From an optimization exercise on the open Yosys and OpenROAD flow, aimed at small area, a short achievable clock period and few clock cycles; shortcuts taken in it are not production practice.
In this exercise RTL edits were held to simulation tests only and were not proved equivalent to the original.
No activity file was given, so power comes from the tool's default toggle rates.

File: flow/run.sh
#!/bin/bash
# synth_recipe.tcl (not shown) runs the flow's synth.tcl, then flattens the netlist and writes it again
# the make line also repeats each setting of config.mk as NAME=value (left out here)
make -C /OpenROAD-flow-scripts/flow DESIGN_CONFIG=/design/flow/config.mk WORK_HOME=/design/flow/orfs CLKGATE_MAP_FILE= SYNTH_SCRIPT=/design/flow/synth_recipe.tcl finish
File: flow/config.mk
export PLATFORM = sky130hd
export DESIGN_NAME = stream_find_and_replace
export DESIGN_NICKNAME = stream_find_and_replace
export VERILOG_FILES = /design/flow/design.v
export SDC_FILE = /design/flow/constraint.sdc
export NUM_CORES = 4
export LEC_CHECK = 0
export CAP_MARGIN = 20
export CORE_MARGIN = 2
export CORE_UTILIZATION = 40
export SLEW_MARGIN = 20
File: flow/constraint.sdc
create_clock -name core_clock -period 4.8 [get_ports {clock}]
set_input_delay 0.9600 -clock core_clock [delete_from_list [all_inputs] [get_ports {clock}]]
set_output_delay 0.9600 -clock core_clock [all_outputs]
set_load 0.01 [all_outputs]
File: flow/design.v
`default_nettype none
package sfr_pkg;
   localparam int BYTE_W = 8;
   localparam int CSR_DATA_W = 64;
   localparam int CSR_ADDR_W = 5;
   localparam int LEN_W = 4;
   localparam int MAX_PATTERN_DEFAULT = 8;
   localparam int MAX_REPLACEMENT_DEFAULT = 8;
   localparam logic [1:0] REG_PATTERN_BYTES      = 2'd0;
   localparam logic [1:0] REG_PATTERN_LENGTH     = 2'd1;
   localparam logic [1:0] REG_REPLACEMENT_BYTES  = 2'd2;
   localparam logic [1:0] REG_REPLACEMENT_LENGTH = 2'd3;
endpackage
`default_nettype wire
`default_nettype none
module stream_find_and_replace #(
   parameter int MAX_PATTERN     = sfr_pkg::MAX_PATTERN_DEFAULT,
   parameter int MAX_REPLACEMENT = sfr_pkg::MAX_REPLACEMENT_DEFAULT
) (
   input  wire logic                            clock,
   input  wire logic                            reset,
   input  wire logic                            in_valid,
   output logic                                 in_ready,
   input  wire logic [sfr_pkg::BYTE_W-1:0]      in_byte,
   input  wire logic                            in_last,
   output logic                                 out_valid,
   input  wire logic                            out_ready,
   output logic      [sfr_pkg::BYTE_W-1:0]      out_byte,
   output logic                                 out_last,
   input  wire logic                            csr_psel,
   input  wire logic                            csr_penable,
   input  wire logic                            csr_pwrite,
   input  wire logic [sfr_pkg::CSR_ADDR_W-1:0]  csr_paddr,
   input  wire logic [sfr_pkg::CSR_DATA_W-1:0]  csr_pwdata,
   output logic      [sfr_pkg::CSR_DATA_W-1:0]  csr_prdata,
   output logic                                 csr_pready
);
   localparam int OB  = (MAX_PATTERN > MAX_REPLACEMENT) ? MAX_PATTERN : MAX_REPLACEMENT;
   localparam int OBW = sfr_pkg::BYTE_W * OB;
   localparam int CW  = $clog2(MAX_PATTERN + 1);
   localparam int RCW = $clog2(MAX_REPLACEMENT + 1);
   localparam int OCW = $clog2(OB + 1);
   logic [sfr_pkg::CSR_DATA_W-1:0] pattern_bytes_ff;
   logic [sfr_pkg::LEN_W-1:0]      pattern_length_ff;
   logic [sfr_pkg::CSR_DATA_W-1:0] replacement_bytes_ff;
   logic [sfr_pkg::LEN_W-1:0]      replacement_length_ff;
   logic [OBW-1:0] window_ff,     window_in;
   logic [CW-1:0]  window_cnt_ff, window_cnt_in;
   logic [OBW-1:0] obuf_ff,       obuf_in;
   logic [OCW-1:0] obuf_cnt_ff,   obuf_cnt_in;
   logic           obuf_last_ff,  obuf_last_in;
   logic           csr_write;
   logic [1:0]     csr_index;
   logic           accept;
   logic           pop;
   logic [CW-1:0]  plen;
   logic [RCW-1:0] rlen;
   logic [OBW-1:0] appended;
   logic [OBW-1:0] repl_ext;
   logic [CW-1:0]  cnt;
   logic [CW-1:0]  drop;
   logic [CW-1:0]  emit_cnt;
   logic           match;
   assign csr_pready = 1'b1;
   assign csr_index  = csr_paddr[4:3];
   assign csr_write  = csr_psel && csr_penable && csr_pwrite && csr_pready;
   always_comb begin
      unique case (csr_index)
         sfr_pkg::REG_PATTERN_BYTES:      csr_prdata = pattern_bytes_ff;
         sfr_pkg::REG_PATTERN_LENGTH:     csr_prdata = 64'(pattern_length_ff);
         sfr_pkg::REG_REPLACEMENT_BYTES:  csr_prdata = replacement_bytes_ff;
         sfr_pkg::REG_REPLACEMENT_LENGTH: csr_prdata = 64'(replacement_length_ff);
         default:                         csr_prdata = '0;
      endcase
   end
   always_ff @(posedge clock) begin
      if (reset) begin
         pattern_bytes_ff      <= '0;
         pattern_length_ff     <= 4'd1;
         replacement_bytes_ff  <= '0;
         replacement_length_ff <= 4'd1;
      end else if (csr_write) begin
         unique case (csr_index)
            sfr_pkg::REG_PATTERN_BYTES:      pattern_bytes_ff      <= csr_pwdata;
            sfr_pkg::REG_PATTERN_LENGTH:     pattern_length_ff     <= csr_pwdata[3:0];
            sfr_pkg::REG_REPLACEMENT_BYTES:  replacement_bytes_ff  <= csr_pwdata;
            sfr_pkg::REG_REPLACEMENT_LENGTH: replacement_length_ff <= csr_pwdata[3:0];
            default: ;
         endcase
      end
   end
   always_comb begin
      if (pattern_length_ff == '0) begin
         plen = CW'(1);
      end else if (pattern_length_ff > 4'(MAX_PATTERN)) begin
         plen = CW'(MAX_PATTERN);
      end else begin
         plen = CW'(pattern_length_ff);
      end
      if (replacement_length_ff == '0) begin
         rlen = RCW'(1);
      end else if (replacement_length_ff > 4'(MAX_REPLACEMENT)) begin
         rlen = RCW'(MAX_REPLACEMENT);
      end else begin
         rlen = RCW'(replacement_length_ff);
      end
   end
   assign out_valid    = (obuf_cnt_ff != '0);
   assign out_byte = obuf_ff[sfr_pkg::BYTE_W-1:0];
   assign out_last = obuf_last_ff && (obuf_cnt_ff == OCW'(1));
   assign pop               = out_valid && out_ready;
   assign in_ready    = (obuf_cnt_ff == '0) || ((obuf_cnt_ff == OCW'(1)) && out_ready);
   assign accept            = in_valid && in_ready;
   always_comb begin
      for (int i = 0; i < OB; i++) begin
         appended[8*i +: 8] = (i == int'(window_cnt_ff)) ? in_byte
                                                         : window_ff[8*i +: 8];
         repl_ext[8*i +: 8] = (i < MAX_REPLACEMENT) ? replacement_bytes_ff[8*i +: 8] : 8'h00;
      end
      cnt = window_cnt_ff + CW'(1);
      match = (cnt == plen);
      for (int i = 0; i < MAX_PATTERN; i++) begin
         if ((i < int'(plen)) && (appended[8*i +: 8] != pattern_bytes_ff[8*i +: 8])) begin
            match = 1'b0;
         end
      end
      if (cnt > plen) begin
         drop = cnt - plen + CW'(1);
      end else if (cnt == plen) begin
         drop = CW'(1);
      end else begin
         drop = '0;
      end
      emit_cnt = in_last ? cnt : drop;
      if (match || in_last) begin
         window_cnt_in = '0;
      end else begin
         window_cnt_in = cnt - drop;
      end
      window_in = appended >> {drop, 3'b000};
      if (accept) begin
         obuf_in      = match ? repl_ext : appended;
         obuf_cnt_in  = match ? OCW'(rlen) : OCW'(emit_cnt);
         obuf_last_in = in_last;
      end else begin
         obuf_in      = obuf_ff >> sfr_pkg::BYTE_W;
         obuf_cnt_in  = pop ? (obuf_cnt_ff - OCW'(1)) : obuf_cnt_ff;
         obuf_last_in = obuf_last_ff;
      end
   end
   always_ff @(posedge clock) begin
      if (reset) begin
         window_cnt_ff <= '0;
         obuf_cnt_ff   <= '0;
      end else begin
         if (accept) begin
            window_cnt_ff <= window_cnt_in;
         end
         obuf_cnt_ff <= obuf_cnt_in;
      end
   end
   always_ff @(posedge clock) begin
      if (accept) begin
         window_ff <= window_in;
      end
      if (accept || pop) begin
         obuf_ff <= obuf_in;
      end
      obuf_last_ff <= obuf_last_in;
   end
endmodule
`default_nettype wire
==> metrics.cfg <==
[die]
die_y_um=201.5
pin_count=161
initial_core_util=0.4048
core_area_um2=38560
dieArea_um2=40610
rows=72
fp.dieW_um=201.5

[layout]
final_nets=2097
n_fill_cell=3710
drive_above_1_share=0.1165
stdcell_count=2536
syn2layout_area_growth_pct=22.70

[global_routing]
antenna_found_initial=1
grt_pass1_vias=13180
globalRouteOverflowTotal=0
grt_use_total=0.2493
grt_pass1_wl_um=78920
grt_max_degree=76

[yosys]
synth_edf_count=129
syn_avg_cell_area_um2=8.486
yosys_warnings=1
syn-num-nets=1944
synth_top_flop_cell=dfxtp_1
synth.cell_area_um2=15610
syn_inst=1839
synth-async-reset-ratio=0
ys_ff_latch=273
ys_types=63
ys_seq_area_frac=0.4329

[routing]
drc=0
drt_iter0_markers=1172
ant_nets=0
drt-pass1-iter-count=5
avgRoutedWirePerCell_um=20.60
vias_per_cell=5.553
dr_total_vias=14080
wirelength_um=52250

[placement]
portBuffers=156
dp_cells=2477
place_congestion=0.9964
dp_hpwl_um=38350

[clocking]
cts_buffer_depth=3
cts_tree=built
htree_levels=1
post-cts-setup-buffers=0
postCtsHoldBufs=0
numCtsBuffers=31
insertion_delay_ps=580
clk_pin_slew_ps=60
cts_root_buf=clkbuf_16
clock-sinks=273
cts_resized=0

[timing]
slew-limit-headroom=0.3537
hold_viol=0
worst_slew_pin_slew_ps=969.5
slew_viol_final=0
rsz0062_at_grt=no
finalSetupViolCount=0
timing.final.crit_share=0.9299
whs_ps=473.1
fmax_mhz=224.0
post-route-min-period_ps=4464
finalClockSkew_ps=19.69

[setup_path]
worstReg2RegEnd=obuf_ff[23]
crit_end=obuf_ff[23]
crit_fanout=21
critPathLaunchType=register
rr_startpoint=window_cnt_ff[2]
worstPathRequired_ps=5070
r2r_cells=13
cp-end-kind=register
critPathArrivalTime_ps=4730
crit_type=reg2reg
r2r_setup_slack_ps=340
critPathLaunch=window_cnt_ff[2]

[pwr]
ir_drop_mv=0.3449
p_leak_nw=7.477
p_per_area_nw_per_um2=471.7

[outcome]
outcome=complete, no violations

[hold_path]
hold_class=reg2reg

[job]
cap_violations=0

-- placed cells by master (no fill, tap or decap), drive strengths merged, types with 4 or more instances in the layout --
master	instances
ha	17
dfxtp	144
o31ai	26
nand2	373
mux2	31
clkbuf	44
nand3	14
buf	113
o22a	7
nor2	207
mux2i	145
inv	58
clkinv	11
xor2	13
or2	7
o22ai	49
xnor2	27
mux4	4
clkdlybuf4s50	153
a21oi	214
o21ai	64
or4	6
o211ai	5
nor2b	11
o2111ai	6
and2	27
a2111oi	5
nor3	17
nor4	4
a211oi	21
nand2b	12
edfxtp	129
nor3b	6
a31oi	7
nand3b	4
-- routing by layer --
layer / vias up / GRT usage / wire [um]
li1: 6707 / - / -
met1: 6779 / 0.3461 / 23290
met2: 500 / 0.4107 / 24310
met3: 97 / 0.02672 / 2972
met4: 0 / 0.07327 / 1679
met5: - / 0 / 0
-- per-stage QoR --
stage | area [um2] | power [mW] | setup TNS (ps) | utilization | worst slack, ps
detailed placement | 18160 | 6.697 | -2116 | 0.4709 | -122.9
floorplan | 15610 | 5.384 | 0 | - | 1008
global placement | 18160 | 6.661 | -1025 | 0.4709 | -121.2
CTS | 19150 | 9.023 | 0 | 0.4966 | 436.0
finish | 19150 | 9.032 | 0 | 0.4966 | 336.5
global route | 19150 | 9.444 | 0 | 0.4966 | 130.1
-- cells by family after synthesis --
group | synth area share
AND/OR/NAND/NOR | 0.1871
AO/OA/AOI/OAI | 0.1651
flip-flops | 0.4329
buffers and inverters | 0.05355
multiplexers | 0.1211
XOR/XNOR | 0.02245
adder cells (fa/ha/maj) | 0.01748
other | 0.0002403
-- layout make-up --
type | instances | area [um2] | area share
tap | 518 | 648.1 | 0.03385
timing repair buffer | 266 | 2490 | 0.1300
sequential | 273 | 6756 | 0.3528
multi-input combinational | 1364 | 8051 | 0.4205
antenna | 1 | 2.502 | 0.0001307
clock buffer | 44 | 885.9 | 0.04626
inverter | 56 | 210.2 | 0.01098
clock inverter | 14 | 103.9 | 0.005423
-- worst max-delay path, stage by stage, from the launching register on --
cell and delay (ps):
dfxtp_1 630, nand3b_1 490, or4_1 660, a22o_1 190, a2111oi_0 750, buf_4 220
a21oi_1 50, o21ai_0 150, buf_4 140, o2111ai_4 110, buf_4 260, buf_12 190
mux2i_1 170, o21ai_0 130
-- how the worst min path moves through the flow --
stage	depth (start not counted)	to	slack (ps)	from
2_1_floorplan	2	replacement_bytes_ff[0]	450	replacement_bytes_ff[0]
3_3_place_gp	2	replacement_bytes_ff[39]	460	replacement_bytes_ff[39]
3_5_place_dp	2	pattern_bytes_ff[55]	470	pattern_bytes_ff[55]
4_1_cts	2	pattern_bytes_ff[55]	470	pattern_bytes_ff[55]
5_1_grt	2	pattern_bytes_ff[53]	490	pattern_bytes_ff[53]
6_report	2	pattern_bytes_ff[55]	470	pattern_bytes_ff[55]
-- cells in the mapped netlist (8+ instances only) --
cell | n | area share
edfxtp_1 | 129 | 0.25
o31ai_1 | 14 | 0.0067
nand3_1 | 14 | 0.0045
ha_1 | 17 | 0.014
mux2_2 | 30 | 0.022
buf_1 | 18 | 0.0043
a211oi_1 | 21 | 0.010
nand2_1 | 373 | 0.090
buf_2 | 8 | 0.0026
xnor2_1 | 27 | 0.015
a21oi_1 | 214 | 0.069
mux2i_1 | 145 | 0.093
xor2_1 | 13 | 0.0073
nor2_1 | 207 | 0.050
nor2b_1 | 11 | 0.0044
buf_4 | 14 | 0.0067
nand2b_1 | 12 | 0.0048
nor3_1 | 17 | 0.0055
o31ai_2 | 12 | 0.0096
o22ai_1 | 49 | 0.020
inv_1 | 55 | 0.013
o21ai_0 | 64 | 0.021
and2_1 | 26 | 0.010
clkbuf_1 | 104 | 0.025
dfxtp_1 | 144 | 0.18
-- state kept, by name, summed over array words and instances (netlist names) --
signal,flops
obuf_cnt_ff,4
obuf_ff,64
obuf_last_ff,1
pattern_bytes_ff,64
pattern_length_ff,4
replacement_bytes_ff,64
replacement_length_ff,4
window_cnt_ff,4
window_ff,64
-- power breakdown --
part | switching (mW) | internal, mW | leakage, nW
logic | 1.95 | 1.22 | 4.57
registers | 0.257 | 3.30 | 2.41
clock network | 0.976 | 1.34 | 0.497
total | 3.18 | 5.85 | 7.48
Testbench counts, summed over its fixed seeds: cycles 85,559.

afterwards: timing with drivers on the ports:
No port has a modelled driver above. Below, the same layout with a new extraction and two added sets of constraints. Step 1 assumes that a clkbuf_16 drives the clock port and a buf_2 every other input. Step 2 times the ports against the registers' clock, not the clock port: input delays grow and output delays shrink by t, the midpoint of the rising clock arrivals with the driver on. Slacks: no drivers / after step 1 / after step 2; pairs: no drivers / after step 1.
t, ns: 0.624
setup slack, ns: 0.336 / 0.336 / -0.256
worst data-port slew with drivers (ns): 0.05
With both steps, setup timing fails in this run, where it was met with ideal ports. For this run, drivers alone change the setup slack by 0.000 ns; drivers and shift together by -0.592 ns.
